Source: an optimization exercise on an open RTL-to-GDS flow (aim: small area). Production flows keep margins and buffers that such runs may drop. In this exercise RTL edits were held to simulation tests only and were not proved equivalent to the original. Power is estimated from default activity; no workload was simulated.

== run 1 ==
Design register_bank, start of the top module:
module register_bank #(
    parameter int unsigned DATA_W   = 32,
    parameter int unsigned ADDR_W   = 5,
    parameter int unsigned NUM_READ = 2
) (
    input  logic                         clk,
    input  logic                         resetN,
    input  logic [NUM_READ*ADDR_W-1:0]   readAddr,
    output logic [NUM_READ*DATA_W-1:0]   readData,
    output logic [NUM_READ-1:0]          readBusy,
    input  logic                         writeEnable,
    input  logic [ADDR_W-1:0]            writeReg,
    input  logic [DATA_W-1:0]            writeData,
    input  logic                         reserveEnable,
    input  logic [ADDR_W-1:0]            reserveReg,
    input  logic                         flush
);
    localparam int unsigned DEPTH = 2 ** ADDR_W;
    logic [DATA_W-1:0] regs_q [DEPTH];
    logic [DEPTH-1:0]  valid_q;
    logic [DEPTH-1:0]  busy_q;
    logic [DEPTH-1:0]  wsel;
    logic [DEPTH-1:0]  rsel;
    always_comb begin
        wsel = '0;
        rsel = '0;
        if (writeEnable) wsel[writeReg] = 1'b1;
        if (reserveEnable) rsel[reserveReg] = 1'b1;
    end
    for (genvar i = 1; i < DEPTH; i++) begin : g_reg
        always_ff @(posedge clk) begin
  ...
For scale: about 2,400 cells after synthesis, about 1,100 flip-flops, ~120 I/O pins.
clock: 7.0 ns
lec_check: 0
cap_margin: 20
core_margin: 2
core_utilization: 30
setup_slack_margin: 0.2
slew_margin: 20
synth_hierarchical: 1
run.sh (not shown) runs the stock make flow with config.mk's settings and CLKGATE_MAP_FILE= SYNTH_SCRIPT=/design/flow/synth_recipe.tcl, a recipe that flattens the netlist after the stock synthesis.
diff inputs: run 1 => run 2
==> flow/flow/run.sh (new file) <==
#!/bin/bash
# Own layout flow: the standard ORFS flow, with three changes to how the
# layout is made (the design, clock period and constraints are untouched):
#  - ports are buffered with the smallest buffer (repair may upsize it),
#  - the clock tree uses clkbuf_8 in sink clusters of up to 16 and no
#    dummy loads,
#  - non-critical gates are downsized after global routing.
# Each ORFS step writes its full log under orfs/logs; make's own output goes
# to standard.log in this folder.
set -euo pipefail
export BUFFER_PORTS_ARGS="-buffer_cell sky130_fd_sc_hd__buf_1"
export CTS_ARGS="-sink_clustering_enable -repair_clock_nets -buf_list {sky130_fd_sc_hd__clkbuf_8} -sink_clustering_size 16 -sink_clustering_max_diameter 50 -dont_use_dummy_load"
export RECOVER_POWER=100
bash standard.sh > standard.log 2>&1
==> flow/standard.sh (new file) <==
#!/bin/bash
# synth_recipe.tcl (not shown) runs the flow's synth.tcl, then flattens the netlist and writes it again
# the make line also repeats each setting of config.mk as NAME=value (left out here)
make -C /OpenROAD-flow-scripts/flow DESIGN_CONFIG=/design/flow/config.mk WORK_HOME=/design/flow/orfs CLKGATE_MAP_FILE= SYNTH_SCRIPT=/design/flow/synth_recipe.tcl "${@:-finish}"
removed: flow/run.sh
## What came out
- FAIL: run 2; every other run in run 2 and run 1 is clean
- Complete run, failing final checks: run 2, reason capacitance limit, slew limit.
- When run 2 is measured against run 1, its clock latency on the worst-skew pair turns out 20 ps higher.
- Run 1 has higher leakage power than run 2.
- Run 2 ends up with a area growth from synthesis to layout that is 7.8 points lower than in run 1.
- Of run 2 and run 1, run 1 shows the lower worst setup slack, with run 2 above it.
- Compared with run 1, run 2 shows violation count after the first detailed-routing iteration higher by 274.
- Between run 1 and run 2, the flow reports per-cell routed wire length increasing slightly.
- Higher clock period minus final worst setup slack was reported by run 1, not run 2.
- Filler cell count delta for run 2 relative to run 1: 424 higher
- Going from run 1 to run 2, core occupancy in the finished layout decreased 2.4 points; worst vdd rail ir drop shows a reduction of 34%.
- For first-pass GRT wire length, run 2 and run 1 come out practically identical.
Changes in run 3 relative to run 2:
- CTS_BUF_LIST: unset -> sky130_fd_sc_hd__clkbuf_2 sky130_fd_sc_hd__clkbuf_4 sky130_fd_sc_hd__clkbuf_8
- GPL_TIMING_DRIVEN: unset -> 0
- CORE_UTILIZATION: 30 -> 50
==> flow/run.sh (new file) <==
#!/bin/bash
# synth_recipe.tcl (not shown) runs the flow's synth.tcl, then flattens the netlist and writes it again
# the make line also repeats each setting of config.mk as NAME=value (left out here)
make -C /OpenROAD-flow-scripts/flow DESIGN_CONFIG=/design/flow/config.mk WORK_HOME=/design/flow/orfs CLKGATE_MAP_FILE= SYNTH_SCRIPT=/design/flow/synth_recipe.tcl finish
removed: flow/flow/run.sh
removed: flow/standard.sh
### Flow results
- Taking run 2 as 1.0, run 3 lands at 1.18 on power.
- Run 3: all stages complete, timing, DRC and antenna checks passed
- Compared with run 2, routed wire length on met3 in run 3 increased by a few percent.
- Share of total power consumed by net switching is higher on run 2
- Sort run 3 and run 2 by power per cell area desc -> top: run 3
- [run 3 vs run 2] worst setup slack before clock tree synthesis: lower in run 3
- Of the two values seen for slowest cell on the critical path, and3_1 was produced by run 2 and nor3b_1 by run 3.
- In run 3 the routing usage on met3 turned out 4.4 points higher than in run 2.
- Comparing run 3 and run 2, the higher number of levels in the clock H-tree was measured on run 3.
- Between run 3 and run 2, non-clock buffer count is higher for run 3, run 2 comes in under that.
- Changes observed in run 3 relative to run 2: fill cell total of the finished layout went down about 55%, setup slack went down 290 ps, via count of the first global-routing pass went up 2,199.

---

The RTL this note starts from:
==> flow/design.v <==
module register_bank #(
    parameter int unsigned DATA_W   = 32,
    parameter int unsigned ADDR_W   = 5,
    parameter int unsigned NUM_READ = 2
) (
    input  logic                         clk,
    input  logic                         resetN,
    input  logic [NUM_READ*ADDR_W-1:0]   readAddr,
    output logic [NUM_READ*DATA_W-1:0]   readData,
    output logic [NUM_READ-1:0]          readBusy,
    input  logic                         writeEnable,
    input  logic [ADDR_W-1:0]            writeReg,
    input  logic [DATA_W-1:0]            writeData,
    input  logic                         reserveEnable,
    input  logic [ADDR_W-1:0]            reserveReg,
    input  logic                         flush
);
    localparam int unsigned DEPTH = 2 ** ADDR_W;
    logic [DATA_W-1:0] regs_q [DEPTH];
    logic [DEPTH-1:0]  valid_q;
    logic [DEPTH-1:0]  busy_q;
    logic [DEPTH-1:0]  wsel;
    logic [DEPTH-1:0]  rsel;
    always_comb begin
        wsel = '0;
        rsel = '0;
        if (writeEnable) wsel[writeReg] = 1'b1;
        if (reserveEnable) rsel[reserveReg] = 1'b1;
    end
    for (genvar i = 1; i < DEPTH; i++) begin : g_reg
        always_ff @(posedge clk) begin
            if (wsel[i]) regs_q[i] <= writeData;
        end
        always_ff @(posedge clk or negedge resetN) begin
            if (!resetN) begin
                valid_q[i] <= 1'b0;
                busy_q[i]  <= 1'b0;
            end else begin
                if (wsel[i]) valid_q[i] <= 1'b1;
                busy_q[i] <= rsel[i] | (busy_q[i] & ~flush & ~wsel[i]);
            end
        end
    end
    assign regs_q[0]  = '0;
    assign valid_q[0] = 1'b0;
    assign busy_q[0]  = 1'b0;
    localparam int unsigned NGRP = DEPTH / 3;    
    for (genvar p = 0; p < NUM_READ; p++) begin : g_read
        logic [ADDR_W-1:0] addr;
        logic [DEPTH-1:0]  dec;
        logic [DEPTH-1:0]  dsel;
        logic [DATA_W-1:0] data;
        logic              busy;
        assign addr = readAddr[p*ADDR_W +: ADDR_W];
        always_comb begin
            for (int i = 0; i < int'(DEPTH); i++) begin
                dec[i]  = (addr == ADDR_W'(i)) && (i != 0);
                dsel[i] = dec[i] & valid_q[i];
            end
        end
        for (genvar b = 0; b < DATA_W; b++) begin : g_bit
            logic [DEPTH/3:0] t;    
            for (genvar g = 0; g < int'(NGRP); g++) begin : g_grp
                rb_aoi222 u_aoi (
                    .a0(dsel[3*g+1]), .b0(regs_q[3*g+1][b]),
                    .a1(dsel[3*g+2]), .b1(regs_q[3*g+2][b]),
                    .a2(dsel[3*g+3]), .b2(regs_q[3*g+3][b]),
                    .y (t[g])
                );
            end
            for (genvar k = 3*NGRP+1; k < int'(DEPTH); k++) begin : g_rest
                rb_nand2 u_nand (.a(dsel[k]), .b(regs_q[k][b]), .y(t[NGRP + k - 3*NGRP - 1]));
            end
            rb_nand_wide #(.N(DEPTH/3 + 1)) u_or (.t(t), .y(data[b]));
        end
        assign busy = |(dec & busy_q);
        assign readData[p*DATA_W +: DATA_W] = data;
        assign readBusy[p]                  = busy;
    end
endmodule
module rb_aoi222 (
    input  logic a0, b0, a1, b1, a2, b2,
    output logic y
);
    assign y = ~((a0 & b0) | (a1 & b1) | (a2 & b2));
endmodule
module rb_nand2 (
    input  logic a, b,
    output logic y
);
    assign y = ~(a & b);
endmodule
module rb_nand_wide #(
    parameter int unsigned N = 11
) (
    input  logic [N-1:0] t,
    output logic         y
);
    assign y = ~&t;
endmodule
Settings: LEC_CHECK=0, CAP_MARGIN=20, CORE_MARGIN=2, CORE_UTILIZATION=30, CTS_BUF_LIST=sky130_fd_sc_hd__clkbuf_2 sky130_fd_sc_hd__clkbuf_4 sky130_fd_sc_hd__clkbuf_8, SETUP_SLACK_MARGIN=0.2, SLEW_MARGIN=20, SYNTH_HIERARCHICAL=1; clock period 7.0 ns.
Stock flow here: none of the scripts above is used.
Edit:
==> flow/flow/run.sh (new file) <==
#!/bin/bash
# Own layout flow: the standard ORFS flow, with three changes to how the
# layout is made (the design, clock period and constraints are untouched):
#  - ports are buffered with the smallest buffer (repair may upsize it),
#  - the clock tree uses clkbuf_16 in sink clusters of up to 25 and no
#    dummy loads,
#  - non-critical gates are downsized after global routing.
# Each ORFS step writes its full log under orfs/logs; make's own output goes
# to standard.log in this folder.
set -euo pipefail
export BUFFER_PORTS_ARGS="-buffer_cell sky130_fd_sc_hd__buf_1"
export CTS_ARGS="-sink_clustering_enable -repair_clock_nets -buf_list {sky130_fd_sc_hd__clkbuf_16} -sink_clustering_size 25 -sink_clustering_max_diameter 60 -dont_use_dummy_load"
export RECOVER_POWER=100
bash standard.sh > standard.log 2>&1
==> flow/standard.sh (new file) <==
#!/bin/bash
# synth_recipe.tcl (not shown) runs the flow's synth.tcl, then flattens the netlist and writes it again
# the make line also repeats each setting of config.mk as NAME=value (left out here)
make -C /OpenROAD-flow-scripts/flow DESIGN_CONFIG=/design/flow/config.mk WORK_HOME=/design/flow/orfs CLKGATE_MAP_FILE= SYNTH_SCRIPT=/design/flow/synth_recipe.tcl "${@:-finish}"
--- a/flow/config.mk
+++ b/flow/config.mk
@@ -11 +10,0 @@
-export CTS_BUF_LIST = sky130_fd_sc_hd__clkbuf_2 sky130_fd_sc_hd__clkbuf_4 sky130_fd_sc_hd__clkbuf_8
removed: flow/run.sh
With this change the flow ran to the end with violations: capacitance limit, slew limit.
Die area stays the same.
Utilization goes down by 1.9 points.
First-iteration DRC count goes up by 2.7%.
Routed wire length goes down by 1.3%.

---

register_bank, a different RTL version from the one above (not shown whole).
For scale: about 2,400 cells after synthesis, ~1,100 flip-flops, about 42,000 um^2 of cells after synthesis.
Settings: LEC_CHECK=0, CAP_MARGIN=20, CORE_MARGIN=2, CORE_UTILIZATION=45, PLACE_DENSITY=0.68, SETUP_SLACK_MARGIN=0.2, SLEW_MARGIN=20, SYNTH_HIERARCHICAL=1; clock period 7.0 ns.
standard.sh (not shown) runs the stock make flow with config.mk's settings and CLKGATE_MAP_FILE= SYNTH_SCRIPT=/design/flow/synth_recipe.tcl, a recipe that flattens the netlist after the stock synthesis.
==> flow/flow/run.sh <==
#!/bin/bash
# Own layout flow: the standard ORFS flow (standard.sh), with two changes
# to how the layout is made; the design, clock period and constraints are
# untouched:
#  - ports are buffered with the smallest buffer (repair may upsize it),
#  - the clock tree uses clkbuf_8 in sink clusters of up to 16 and no dummy
#    loads.
# Each ORFS step writes its full log under orfs/logs; make's own output goes
# to standard.log in this folder.
set -euo pipefail
export BUFFER_PORTS_ARGS="-buffer_cell sky130_fd_sc_hd__buf_1"
export CTS_ARGS="-sink_clustering_enable -repair_clock_nets -buf_list {sky130_fd_sc_hd__clkbuf_8} -sink_clustering_size 16 -sink_clustering_max_diameter 75 -dont_use_dummy_load"
bash standard.sh > standard.log 2>&1
==> next run, changes <==
--- a/flow/flow/run.sh
+++ b/flow/flow/run.sh
@@ -10,4 +10,4 @@
 set -euo pipefail
 export BUFFER_PORTS_ARGS="-buffer_cell sky130_fd_sc_hd__buf_1"
-export CTS_ARGS="-sink_clustering_enable -repair_clock_nets -buf_list {sky130_fd_sc_hd__clkbuf_8} -sink_clustering_size 16 -sink_clustering_max_diameter 75 -dont_use_dummy_load"
+export CTS_ARGS="-sink_clustering_enable -repair_clock_nets -buf_list {sky130_fd_sc_hd__clkbuf_8} -sink_clustering_size 16 -sink_clustering_max_diameter 50 -dont_use_dummy_load"
 bash standard.sh > standard.log 2>&1
CAP_MARGIN = 5   (was 20)
PLACE_DENSITY = not set   (was 0.68)
SLEW_MARGIN = 5   (was 20)
Result:
- synthesized cell count does not change
- fmax falls by about 6%
- register-to-register slack loses 0.02 ns
- worst hold slack loses 0.0052 ns
- setup slack loses 0.36 ns
- design area rises by 1.0%
==> next run, changes <==
CAP_MARGIN = 20   (was 5)
SLEW_MARGIN = 20   (was 5)
What happened: The new run went through all stages and came out clean; design area hardly moves; clock power goes down by about 2%; worst setup slack gets worse by 0.096 ns; non-clock buffer count goes up by 1; global-route usage barely changes; via count goes down by 0.54%; critical path depth stays the same; area after synthesis stays the same.
==> next run, changes <==
--- a/flow/flow/run.sh
+++ b/flow/flow/run.sh
@@ -10,4 +10,4 @@
 set -euo pipefail
 export BUFFER_PORTS_ARGS="-buffer_cell sky130_fd_sc_hd__buf_1"
-export CTS_ARGS="-sink_clustering_enable -repair_clock_nets -buf_list {sky130_fd_sc_hd__clkbuf_8} -sink_clustering_size 16 -sink_clustering_max_diameter 50 -dont_use_dummy_load"
+export CTS_ARGS="-sink_clustering_enable -repair_clock_nets -buf_list {sky130_fd_sc_hd__clkbuf_8} -sink_clustering_size 16 -sink_clustering_max_diameter 75 -dont_use_dummy_load"
 bash standard.sh > standard.log 2>&1
CORE_UTILIZATION = 55   (was 45)
Sequential power hardly moves; global-route usage came out higher by 5.5 points; sequential share of layout area is higher by 0.82 points; final area shrinks by 1.2%; worst setup slack improved by 0.31 ns; die area went down by 18%; count of clock-buffer cells in the layout shrinks by 30; wire length goes down by 3.9%.
==> next run, changes <==
--- a/flow/flow/run.sh
+++ b/flow/flow/run.sh
@@ -10,4 +10,4 @@
 set -euo pipefail
 export BUFFER_PORTS_ARGS="-buffer_cell sky130_fd_sc_hd__buf_1"
-export CTS_ARGS="-sink_clustering_enable -repair_clock_nets -buf_list {sky130_fd_sc_hd__clkbuf_8} -sink_clustering_size 16 -sink_clustering_max_diameter 75 -dont_use_dummy_load"
+export CTS_ARGS="-sink_clustering_enable -repair_clock_nets -buf_list {sky130_fd_sc_hd__clkbuf_8} -sink_clustering_size 16 -sink_clustering_max_diameter 50 -dont_use_dummy_load"
 bash standard.sh > standard.log 2>&1
CORE_UTILIZATION = 30   (was 55)
=>
- design area went up by 3.0%
- power went up by 2.5%
- count of clock-buffer cells in the layout went up by 12
- non-clock buffer count went up by 11
- worst setup slack gets worse by 0.14 ns
- die area went up by 82%
- via count went up by 4.7%
- clock power went up by 8.0%
- fmax went down by 2.3%

---

## exp/garnet
register_bank again, from the RTL that the note above started with.
clock: 7.0 ns
lec_check: 0
cap_margin: 20
core_margin: 2
core_utilization: 45
gpl_routability_driven: 0
setup_slack_margin: 0.2
slew_margin: 20
synth_hierarchical: 1
==> flow/flow/run.sh <==
#!/bin/bash
# Own layout flow: the standard ORFS flow (standard.sh), with two changes
# to how the layout is made; the design, clock period and constraints are
# untouched:
#  - ports are buffered with the smallest buffer (repair may upsize it),
#  - the clock tree uses clkbuf_8 in sink clusters of up to 16 and no dummy
#    loads.
# Each ORFS step writes its full log under orfs/logs; make's own output goes
# to standard.log in this folder.
set -euo pipefail
export BUFFER_PORTS_ARGS="-buffer_cell sky130_fd_sc_hd__buf_1"
export CTS_ARGS="-sink_clustering_enable -repair_clock_nets -buf_list {sky130_fd_sc_hd__clkbuf_8} -sink_clustering_size 16 -sink_clustering_max_diameter 75 -dont_use_dummy_load"
bash standard.sh > standard.log 2>&1
Input-level comparison between exp/delta and exp/garnet:
--- a/flow/config.mk
+++ b/flow/config.mk
@@ -9,5 +9,4 @@
 export CORE_MARGIN = 2
 export CORE_UTILIZATION = 45
-export GPL_ROUTABILITY_DRIVEN = 0
 export SETUP_SLACK_MARGIN = 0.2
 export SLEW_MARGIN = 20
==> comparison <==
exp/delta: flow completed, timing, DRC and antenna clean. exp/delta vs. exp/garnet: number of enable flip-flop cells after synthesis has remained practically unchanged; total power consumption of the routed design has decreased; hold slack has increased; proportion of power drawn by combinational gates has remained practically unchanged. Diff exp/garnet..exp/delta | fraction of area in non-clock buffers | negligible. The part of the cycle the worst path needs was comparable across exp/garnet and exp/delta. In the tables for exp/garnet and exp/delta, non-clock buffer count reads lower with exp/garnet. On cell area, exp/garnet and exp/delta are neck and neck.
Relative to exp/delta, the following input files were edited for exp/violet:
==> flow/flow/run.sh <==
#!/bin/bash
# Own layout flow: the standard ORFS flow (standard.sh), with two changes
# to how the layout is made; the design, clock period and constraints are
# untouched:
#  - ports are buffered with the smallest buffer (repair may upsize it),
#  - the clock tree uses clkbuf_8 in sink clusters of up to 19 and no dummy
#    loads.
# Each ORFS step writes its full log under orfs/logs; make's own output goes
# to standard.log in this folder.
set -euo pipefail
export BUFFER_PORTS_ARGS="-buffer_cell sky130_fd_sc_hd__buf_1"
export CTS_ARGS="-sink_clustering_enable -repair_clock_nets -buf_list {sky130_fd_sc_hd__clkbuf_8} -sink_clustering_size 19 -sink_clustering_max_diameter 50 -dont_use_dummy_load"
bash standard.sh > standard.log 2>&1
### Flow results
exp/violet | stages: all done | timing, DRC, antenna: all pass. Re clock input transition at the sequential cells of the worst setup and hold paths: exp/delta and exp/violet aren't equal, and the lower value belongs to exp/violet. In the flow results for exp/delta and exp/violet, the clock share of power is larger on exp/violet. Worst hold slack (lower): exp/violet. Diff exp/delta -> exp/violet | clock period minus worst slack | increase of 0.021 ns. Summary of the comparison: detailed-routing wirelength on met1 is lower in exp/violet, relative to exp/delta. Relative to exp/delta, area overhead of the layout relative to synthesis increased by 0.90 points in exp/violet.

what the ideal ports hide:
How much do the figures lean on ideal ports? The routed layouts below were timed once more, with nothing changed but the port constraints.
Step 1 sets driving cells, clkbuf_16 on the clock port and buf_2 on the other inputs (assumed; they add their load-dependent delay and slew).
Step 2 moves the port delays by t, midway between the first and last clock arrival at a register: inputs arrive t later, outputs are due t later. That takes back most of the time a late clock gives input paths.
Three values: ideal, step 1, step 2; two values: the first two.
run	t, ns	slack for setup (ns)	hold WS [ns]	worst setup path at the end	latest minus earliest clock arrival (ns)
run 1	0.780	0.345 / 0.318 / 0.318	0.475 / 0.475 / 0.475	input to output	0.029 / 0.029
run 2	0.852	0.398 / 0.375 / -0.149	0.482 / 0.482 / 0.482	input to register	0.117 / 0.117
run 3	0.905	0.105 / 0.078 / 0.078	0.415 / 0.371 / 0.475	input to output	0.037 / 0.037
the first run of note 2	0.935	0.390 / 0.364 / 0.364	0.473 / 0.473 / 0.473	input to output	0.036 / 0.036
the second run of note 2	0.698	0.355 / 0.331 / -0.035	0.480 / 0.480 / 0.480	input to register	0.092 / 0.092
the first run of note 3	0.760	1.079 / 1.056 / 1.056	0.485 / 0.485 / 0.485	input to output	0.095 / 0.095
the second run of note 3	0.786	0.721 / 0.695 / 0.695	0.480 / 0.480 / 0.480	input to output	0.125 / 0.125
the third run of note 3	0.791	0.625 / 0.596 / 0.596	0.488 / 0.488 / 0.488	input to output	0.106 / 0.106
the fourth run of note 3	0.774	0.932 / 0.906 / 0.906	0.488 / 0.488 / 0.488	input to output	0.062 / 0.061
the fifth run of note 3	0.837	0.792 / 0.759 / 0.759	0.485 / 0.485 / 0.485	input to output	0.100 / 0.100
exp/garnet	0.782	0.698 / 0.670 / 0.670	0.485 / 0.485 / 0.485	input to output	0.090 / 0.091
exp/delta	0.770	0.702 / 0.673 / 0.673	0.495 / 0.495 / 0.495	input to output	0.099 / 0.099
exp/violet	0.784	0.681 / 0.652 / 0.652	0.488 / 0.488 / 0.488	input to output	0.132 / 0.131
For run 2, which loses most, drivers alone change the setup slack by -0.023 ns; drivers and shift together by -0.547 ns.
